This is an optimization exercise on Yosys and OpenROAD, whose aim is small area, a short achievable clock period and few clock cycles, not a production implementation.
In this exercise RTL edits were held to simulation tests only and were not proved equivalent to the original.
Power and IR drop assume default switching activity.

--- config.mk ---
export PLATFORM = sky130hd
export DESIGN_NAME = la_capture
export DESIGN_NICKNAME = la_capture
export VERILOG_FILES = /design/flow/design.v
export SDC_FILE = /design/flow/constraint.sdc
export NUM_CORES = 4
export LEC_CHECK = 0
export CAP_MARGIN = 20
export CORE_MARGIN = 2
export CORE_UTILIZATION = 45
export SLEW_MARGIN = 20
export SYNTH_MEMORY_MAX_BITS = 8192
--- constraint.sdc ---
create_clock -name core_clock -period 6.0 [get_ports {clk_i}]
set_input_delay 1.2000 -clock core_clock [delete_from_list [all_inputs] [get_ports {clk_i}]]
set_output_delay 1.2000 -clock core_clock [all_outputs]
set_load 0.01 [all_outputs]
--- design.v ---
module la_capture_ram #(
   parameter  int DATA_W = 18,
   parameter  int DEPTH  = 256,
   localparam int AW     = $clog2(DEPTH)
) (
   input  logic              clk_i,
   input  logic              we_i,
   input  logic [AW-1:0]     waddr_i,
   input  logic [DATA_W-1:0] wdata_i,
   input  logic              re_i,
   input  logic [AW-1:0]     raddr_i,
   output logic [DATA_W-1:0] rdata_o
);
   logic [DATA_W-1:0] mem [DEPTH];
   logic [DATA_W-1:0] rdata_q;
   always_ff @(posedge clk_i) begin
      if (we_i) begin
         mem[waddr_i] <= wdata_i;
      end
   end
   always_ff @(posedge clk_i) begin
      if (re_i) begin
         rdata_q <= mem[raddr_i];
      end
   end
   assign rdata_o = rdata_q;
endmodule
module la_capture #(
   parameter  int DATA_W = 18,
   parameter  int DEPTH  = 256,
   localparam int AW     = $clog2(DEPTH)
) (
   input  logic              clk_i,
   input  logic              rst_i,
   input  logic [DATA_W-1:0] data_i,
   input  logic              trig_i,
   input  logic [1:0]        trig_mode_i,
   input  logic [AW-1:0]     pretrig_i,
   input  logic              arm_i,
   input  logic [7:0]        trig_cnt_i,
   output logic              armed_o,
   output logic              triggered_o,
   output logic              done_o,
   output logic              rd_valid_o,
   input  logic              rd_ready_i,
   output logic [DATA_W-1:0] rd_data_o,
   output logic              rd_last_o
);
   localparam logic [AW:0] NUM_WORDS = (AW+1)'(DEPTH);
   localparam logic [AW:0] LAST_WORD = NUM_WORDS - (AW+1)'(1);
   localparam logic [2:0] ST_IDLE = 3'd0;
   localparam logic [2:0] ST_PRE  = 3'd1;
   localparam logic [2:0] ST_WAIT = 3'd2;
   localparam logic [2:0] ST_POST = 3'd3;
   localparam logic [2:0] ST_READ = 3'd4;
   localparam logic [1:0] TRIG_LEVEL_HIGH = 2'd0;
   localparam logic [1:0] TRIG_LEVEL_LOW  = 2'd1;
   localparam logic [1:0] TRIG_RISING     = 2'd2;
   localparam logic [1:0] TRIG_FALLING    = 2'd3;
   function automatic logic trigMatch(input logic [1:0] mode,
                                      input logic       cur,
                                      input logic       prev);
      case (mode)
         TRIG_LEVEL_HIGH: trigMatch = cur;
         TRIG_LEVEL_LOW:  trigMatch = ~cur;
         TRIG_RISING:     trigMatch = cur & ~prev;
         TRIG_FALLING:    trigMatch = ~cur & prev;
         default:         trigMatch = 1'b0;
      endcase
   endfunction
   logic [2:0]        state_q, state_d;
   logic [1:0]        mode_q, mode_d;
   logic [AW-1:0]     pretrig_q, pretrig_d;
   logic [AW-1:0]     wrPtr_q, wrPtr_d;
   logic [AW-1:0]     trigPtr_q, trigPtr_d;
   logic              trigPrev_q;
   logic              triggered_q, triggered_d;
   logic [AW:0]       rdCnt_q, rdCnt_d;
   logic              ramVld_q, ramVld_d;
   logic              ramLast_q, ramLast_d;
   logic              rdValid_q, rdValid_d;
   logic              rdLast_q, rdLast_d;
   logic [DATA_W-1:0] rdData_q, rdData_d;
   logic              capturing, wrEn, waitMatch, fire;
   logic [AW-1:0]     startPtr, lastPostPtr, ramAddr;
   logic              inRead, xfer, finalXfer, loadOut, slotFree, issue;
   logic [DATA_W-1:0] ramRdata;
   assign capturing   = (state_q == ST_PRE) || (state_q == ST_WAIT) || (state_q == ST_POST);
   assign wrEn        = capturing && !arm_i;
   assign waitMatch   = (state_q == ST_WAIT) && !arm_i && trigMatch(mode_q, trig_i, trigPrev_q);
   assign startPtr    = trigPtr_q - pretrig_q;
   assign lastPostPtr = startPtr - AW'(1);
   assign inRead    = (state_q == ST_READ);
   assign xfer      = rdValid_q && rd_ready_i;
   assign finalXfer = inRead && xfer && rdLast_q;
   assign loadOut   = inRead && ramVld_q && (!rdValid_q || rd_ready_i);
   assign slotFree  = !ramVld_q || loadOut;
   assign issue     = inRead && slotFree && (rdCnt_q < NUM_WORDS);
   assign ramAddr   = startPtr + rdCnt_q[AW-1:0];
   logic [7:0] trigCnt_q, matchCnt_q, trigTarget;
   assign trigTarget = (trigCnt_q == 8'd0) ? 8'd1 : trigCnt_q;
   assign fire       = waitMatch && ((matchCnt_q + 8'd1) >= trigTarget);
   always_ff @(posedge clk_i) begin
      if (rst_i) begin
         trigCnt_q  <= 8'd0;
         matchCnt_q <= 8'd0;
      end else if (arm_i) begin
         trigCnt_q  <= trig_cnt_i;
         matchCnt_q <= 8'd0;
      end else if (waitMatch) begin
         matchCnt_q <= matchCnt_q + 8'd1;
      end
   end
   la_capture_ram #(
      .DATA_W (DATA_W),
      .DEPTH  (DEPTH)
   ) u_ram (
      .clk_i   (clk_i),
      .we_i    (wrEn),
      .waddr_i (wrPtr_q),
      .wdata_i (data_i),
      .re_i    (issue),
      .raddr_i (ramAddr),
      .rdata_o (ramRdata)
   );
   always_ff @(posedge clk_i) begin
      if (rst_i) begin
         state_q <= ST_IDLE;
      end else begin
         state_q <= state_d;
      end
   end
   always_comb begin
      state_d = state_q;
      if (arm_i) begin
         state_d = (pretrig_i == '0) ? ST_WAIT : ST_PRE;
      end else begin
         case (state_q)
            ST_PRE:  if (wrPtr_q == pretrig_q - AW'(1)) state_d = ST_WAIT;
            ST_WAIT: if (fire) state_d = (&pretrig_q) ? ST_READ : ST_POST;
            ST_POST: if (wrPtr_q == lastPostPtr) state_d = ST_READ;
            ST_READ: if (finalXfer) state_d = ST_IDLE;
            default: ;
         endcase
      end
   end
   always_comb begin
      armed_o = capturing;
      done_o  = inRead;
   end
   always_comb begin
      mode_d      = mode_q;
      pretrig_d   = pretrig_q;
      wrPtr_d     = wrEn ? (wrPtr_q + AW'(1)) : wrPtr_q;
      trigPtr_d   = trigPtr_q;
      triggered_d = triggered_q;
      rdCnt_d     = rdCnt_q;
      ramVld_d    = ramVld_q;
      ramLast_d   = ramLast_q;
      rdValid_d   = rdValid_q;
      rdLast_d    = rdLast_q;
      rdData_d    = rdData_q;
      if (arm_i) begin
         mode_d      = trig_mode_i;
         pretrig_d   = pretrig_i;
         wrPtr_d     = '0;
         triggered_d = 1'b0;
         rdCnt_d     = '0;
         ramVld_d    = 1'b0;
         ramLast_d   = 1'b0;
         rdValid_d   = 1'b0;
         rdLast_d    = 1'b0;
      end else begin
         if (fire) begin
            trigPtr_d   = wrPtr_q;
            triggered_d = 1'b1;
         end
         if (issue) begin
            rdCnt_d   = rdCnt_q + (AW+1)'(1);
            ramLast_d = (rdCnt_q == LAST_WORD);
         end
         ramVld_d = issue || (ramVld_q && !loadOut);
         if (loadOut) begin
            rdData_d  = ramRdata;
            rdValid_d = 1'b1;
            rdLast_d  = ramLast_q;
         end else if (xfer) begin
            rdValid_d = 1'b0;
            rdLast_d  = 1'b0;
         end
         if (finalXfer) begin
            rdCnt_d  = '0;
            ramVld_d = 1'b0;
         end
      end
   end
   always_ff @(posedge clk_i) begin
      if (rst_i) begin
         mode_q      <= TRIG_LEVEL_HIGH;
         pretrig_q   <= '0;
         wrPtr_q     <= '0;
         trigPtr_q   <= '0;
         triggered_q <= 1'b0;
         rdCnt_q     <= '0;
         ramVld_q    <= 1'b0;
         ramLast_q   <= 1'b0;
         rdValid_q   <= 1'b0;
         rdLast_q    <= 1'b0;
         rdData_q    <= '0;
      end else begin
         mode_q      <= mode_d;
         pretrig_q   <= pretrig_d;
         wrPtr_q     <= wrPtr_d;
         trigPtr_q   <= trigPtr_d;
         triggered_q <= triggered_d;
         rdCnt_q     <= rdCnt_d;
         ramVld_q    <= ramVld_d;
         ramLast_q   <= ramLast_d;
         rdValid_q   <= rdValid_d;
         rdLast_q    <= rdLast_d;
         rdData_q    <= rdData_d;
      end
   end
   always_ff @(posedge clk_i) begin
      if (rst_i) begin
         trigPrev_q <= 1'b0;
      end else begin
         trigPrev_q <= trig_i;
      end
   end
   assign triggered_o = triggered_q;
   assign rd_valid_o  = rdValid_q;
   assign rd_data_o   = rdData_q;
   assign rd_last_o   = rdLast_q;
endmodule
--- run.sh ---
#!/bin/bash
# synth_recipe.tcl (not shown) runs the flow's synth.tcl, then flattens the netlist and writes it again
# the make line also repeats each setting of config.mk as NAME=value (left out here)
make -C /OpenROAD-flow-scripts/flow DESIGN_CONFIG=/design/flow/config.mk WORK_HOME=/design/flow/orfs CLKGATE_MAP_FILE= SYNTH_SCRIPT=/design/flow/synth_recipe.tcl finish
==> flow_metrics.tcl <==
set metrics [dict create \
    r2r-start "pretrig_q[0]" \
    synth_area_leaders "edfxtp_1, mux4_2, nor2_1, dfxtp_1, nand2_1" \
    cts_num_sinks 4704 \
    nets 8543 \
    path_cells "ha_1, inv_1, fa_1, xor2_1, ha_1, a21o_1, a21oi_1, o21bai_1, maj3_2, xnor2_4, buf_12, buf_12, nor2_1, nor2_1, o22ai_1, nor4_1" \
    gr-total-overflow 0 \
    drt_iter0_drc 12200 \
    end_kind "register" \
    area_growth_pct 14.6 \
    p_per_area_nw_per_um2 344 \
    cts_buffers 463 \
    setup_tns_ns 0 \
    cp_num_cells 16 \
    arrival_ns 6.48 \
    max_cap_violations 0 \
    vias 86500 \
    setup_viol 0 \
    place.gp.congestion 0.859 \
    async_flop_share 0 \
    fillers 30700 \
    drive_gt1_frac 0.327 \
    hold_buffers 0 \
    viasPerCell 6.12 \
    critPathLaunch "pretrig_q[0]" \
    hpwl_um 281000 \
    timing.fmax_mhz 177 \
    yosys_warnings 2 \
    grt_pass1_vias 86500 \
    pwr-share-seq 0.506 \
    critPathMaxFanout 58 \
    r2r_slack_ns 0.34 \
    rsz0062_at_grt "false" \
    synth_edf_count 4626 \
    yosysTopAreaCellShare 0.767 \
    port_buffers 63 \
    grt_pass1_wl_um 670000 \
    finalHoldViolCount 0 \
    start_kind "register" \
    cts_root_buf "clkbuf_16" \
    cp_top_family "adder cells" \
    rr_worst_depth 16 \
    min_from "rdData_q[4]" \
    status "complete, no violations" \
    p_comb_frac 0.086 \
    ys_types 64 \
    initial_utilization 0.453 \
    critPathKind "reg -> reg" \
    grtUsageTotal 0.232 \
    clock_latency_ns 1.03 \
    htree_levels 5 \
    clk_pin_slew_worst_paths_ns 0.06 \
    cp.required_ns 6.81 \
    slew_violations 0 \
    synth_top_area_cell "edfxtp_1" \
    period_minus_slack_ns 5.66 \
    core_sq_um 400000 \
    slew_headroom 0.132 \
    syn_inst 7832 \
    skew_ns 0.0869 \
    post_cts_buffers 0 \
    ys_ff_latch 4704 \
    die_w_um 638 \
    p_int_uw 55300 \
    finalCritPeriodShare 0.944 \
    finalCoreUtilization 0.519 \
    firstDrtPassIters 8 \
    yosysSeqAreaShare 0.776 \
    switchingPower_uw 16100 \
    syn_area_sq_um 181000 \
    grt_max_degree 177 \
    post_cts_resize_count 0 \
    clkPwrFrac 0.408 \
    synth_nets 7906 \
    swShare 0.226 \
    hold_class "reg -> reg" \
    syn-mean-instance-area_sq_um 23.1 \
    ys.flop_type "edfxtp_1" \
    crit_slowest_cell "nor2_1" \
    antenna_found_initial 22 \
    multi_input_area_sq_um 39500 \
    ir_drop_mv 0.264 \
    leakage_uw 0.0638 \
    placementRows 232 \
    setup.worst_path.end "u_ram.rdata_q[17]" \
    regArea_sq_um 140000 \
    drc 0 \
    wl_per_cell_um 33.8 \
    tightest_slew_ns 1.30 \
    clockBufferDepth 4 \
    cts_tree "done" \
    ant_nets 0 \
    dieArea_sq_um 408000 \
    r2r_end "u_ram.rdata_q[17]" \
    die_h_um 638 \
    io_pins 64 \
    max_stage_delay_ns 0.71 \
    wl_um 478000 \
    critPathBufInv 3 \
]
[synth_stat cells (10+ instances only)]
library cell / n
xnor2_1: 30
o21ai_0: 15
nor2_1: 483
nand4_1: 10
mux4_2: 1440
nand2_1: 274
clkbuf_1: 244
mux2i_1: 29
inv_1: 28
ha_1: 31
nor4_1: 10
dfxtp_1: 78
edfxtp_1: 4626
a21oi_1: 83
o22ai_1: 35
nand3_1: 95
buf_1: 18
buf_2: 157
nor4_2: 10
xor2_1: 30
[cell usage in the layout, fill, tap and decap left out, types with 29 or more instances in the layout]
master           instances
o22ai_1                 35
clkbuf_1                86
xor2_1                  30
edfxtp_1              4626
buf_4                  455
clkinv_1               115
clkinv_2                92
buf_12                  75
bufinv_16               59
nor2_1                 276
ha_1                    30
nor2_2                 195
clkdlybuf4s50_1         44
a21oi_1                 83
clkbuf_16              468
mux4_2                1440
dfxtp_1                 78
nand3_1                 85
nand2_1                271
mux2i_1                 29
[layout make-up]
cell class                 instances  share of cell area
timing repair buffer             596              0.0275
sequential                      4704               0.677
clock buffer                     554              0.0580
clock inverter                   303              0.0152
antenna                            6           0.0000723
inverter                          28            0.000506
tap                             5265              0.0317
multi-input combinational       2676               0.190
[worst reg2reg max path, stage by stage, from the launching register on]
cell and delay [ns]:
dfxtp_1 0.46, ha_1 0.23, inv_1 0.07, fa_1 0.41, xor2_1 0.34, ha_1 0.36, a21o_1 0.21, a21oi_1 0.41
o21bai_1 0.14, maj3_2 0.42, xnor2_4 0.18, buf_12 0.33, buf_12 0.38, nor2_1 0.28, nor2_1 0.72, o22ai_1 0.26
nor4_1 0.32
[stage by stage]
stage / cell area, sq um / setup WS (ns) / total power [uW] / hold slack (ns) / cells
after detailed placement: 192000 / 0.389 / 42900 / 0.457 / 13300
final: 208000 / 0.337 / 71400 / 0.463 / 14100
after floorplan: 181000 / 2.03 / 40100 / 0.436 / 7832
after global routing: 208000 / 0.195 / 73300 / 0.477 / 14100
after CTS: 208000 / 0.389 / 71800 / 0.465 / 14100
after global placement: 192000 / 0.354 / 42900 / 0.447 / 13300
[logic make-up after synthesis]
kind of cell / count (synthesis) / share of synthesized area
simple gates: 935 / 0.0216
fa+ha+maj: 34 / 0.00242
xor+xnor: 63 / 0.00323
compound gates: 175 / 0.00589
buf+inv: 452 / 0.0106
mux: 1469 / 0.181
flops: 4704 / 0.776
[registers in the layout, summed over array words and instances, names as in the netlist, 2 cells and up]
register and cells:
u_ram.rdata_q 18, matchCnt_q 8, u_ram.mem 4608, pretrig_q 8, trigCnt_q 8, trigPtr_q 8, state_q 3, rdCnt_q 9
rdData_q 18, mode_q 2, wrPtr_q 8
[power by group through the flow]
stage / logic, uW / clock network, uW / registers, uW
after floorplan: 3320 / 0 / 36800
after global placement: 6080 / 0 / 36800
after detailed placement: 6120 / 0 / 36800
after CTS: 6130 / 29600 / 36100
after global routing: 6380 / 30800 / 36100
final: 6110 / 29100 / 36100
[routing by layer]
metal / track usage / wire [um] / vias up
li1: - / - / 34500
met1: 0.338 / 193000 / 47200
met2: 0.367 / 228000 / 4274
met3: 0.0436 / 44300 / 638
met4: 0.0568 / 12600 / 8
met5: 0 / 55 / -
[worst min path at each step]
| stage | to | slack [ns] | cells past startpoint |
|---|---|---|---|
| finish | rdData_q[4] | 0.46 | 2 |
| floorplan | rdLast_q | 0.44 | 2 |
| CTS | rdData_q[12] | 0.47 | 2 |
| global route | rdData_q[4] | 0.48 | 2 |
| global placement | rdData_q[4] | 0.45 | 2 |
| detailed placement | rdData_q[12] | 0.46 | 2 |
Testbench counts, summed over its fixed seeds: cycles 12,676.

-- static timing again, ports no longer ideal --
Ports are ideal in the flow. The routed layout listed here was re-timed in OpenROAD. Step 1: set_driving_cell puts a clkbuf_16 on clk_i and a buf_2 on each other input, an assumption about the parent block. Step 2 also shifts input and output timing later by t, the mid clock arrival at the registers, as if the neighbouring blocks saw the same clock. a / b / c = ideal ports / drivers / drivers and shift; a / b = the first two.
t (ns): 1.106
setup WS [ns]: 0.337 / 0.337 / 0.337
worst setup path at the end: register to register
clock arrival spread, ns: 0.092 / 0.091
After both steps this run still meets setup and hold. For this run, drivers alone change the setup slack by 0.000 ns; drivers and shift together by 0.000 ns.
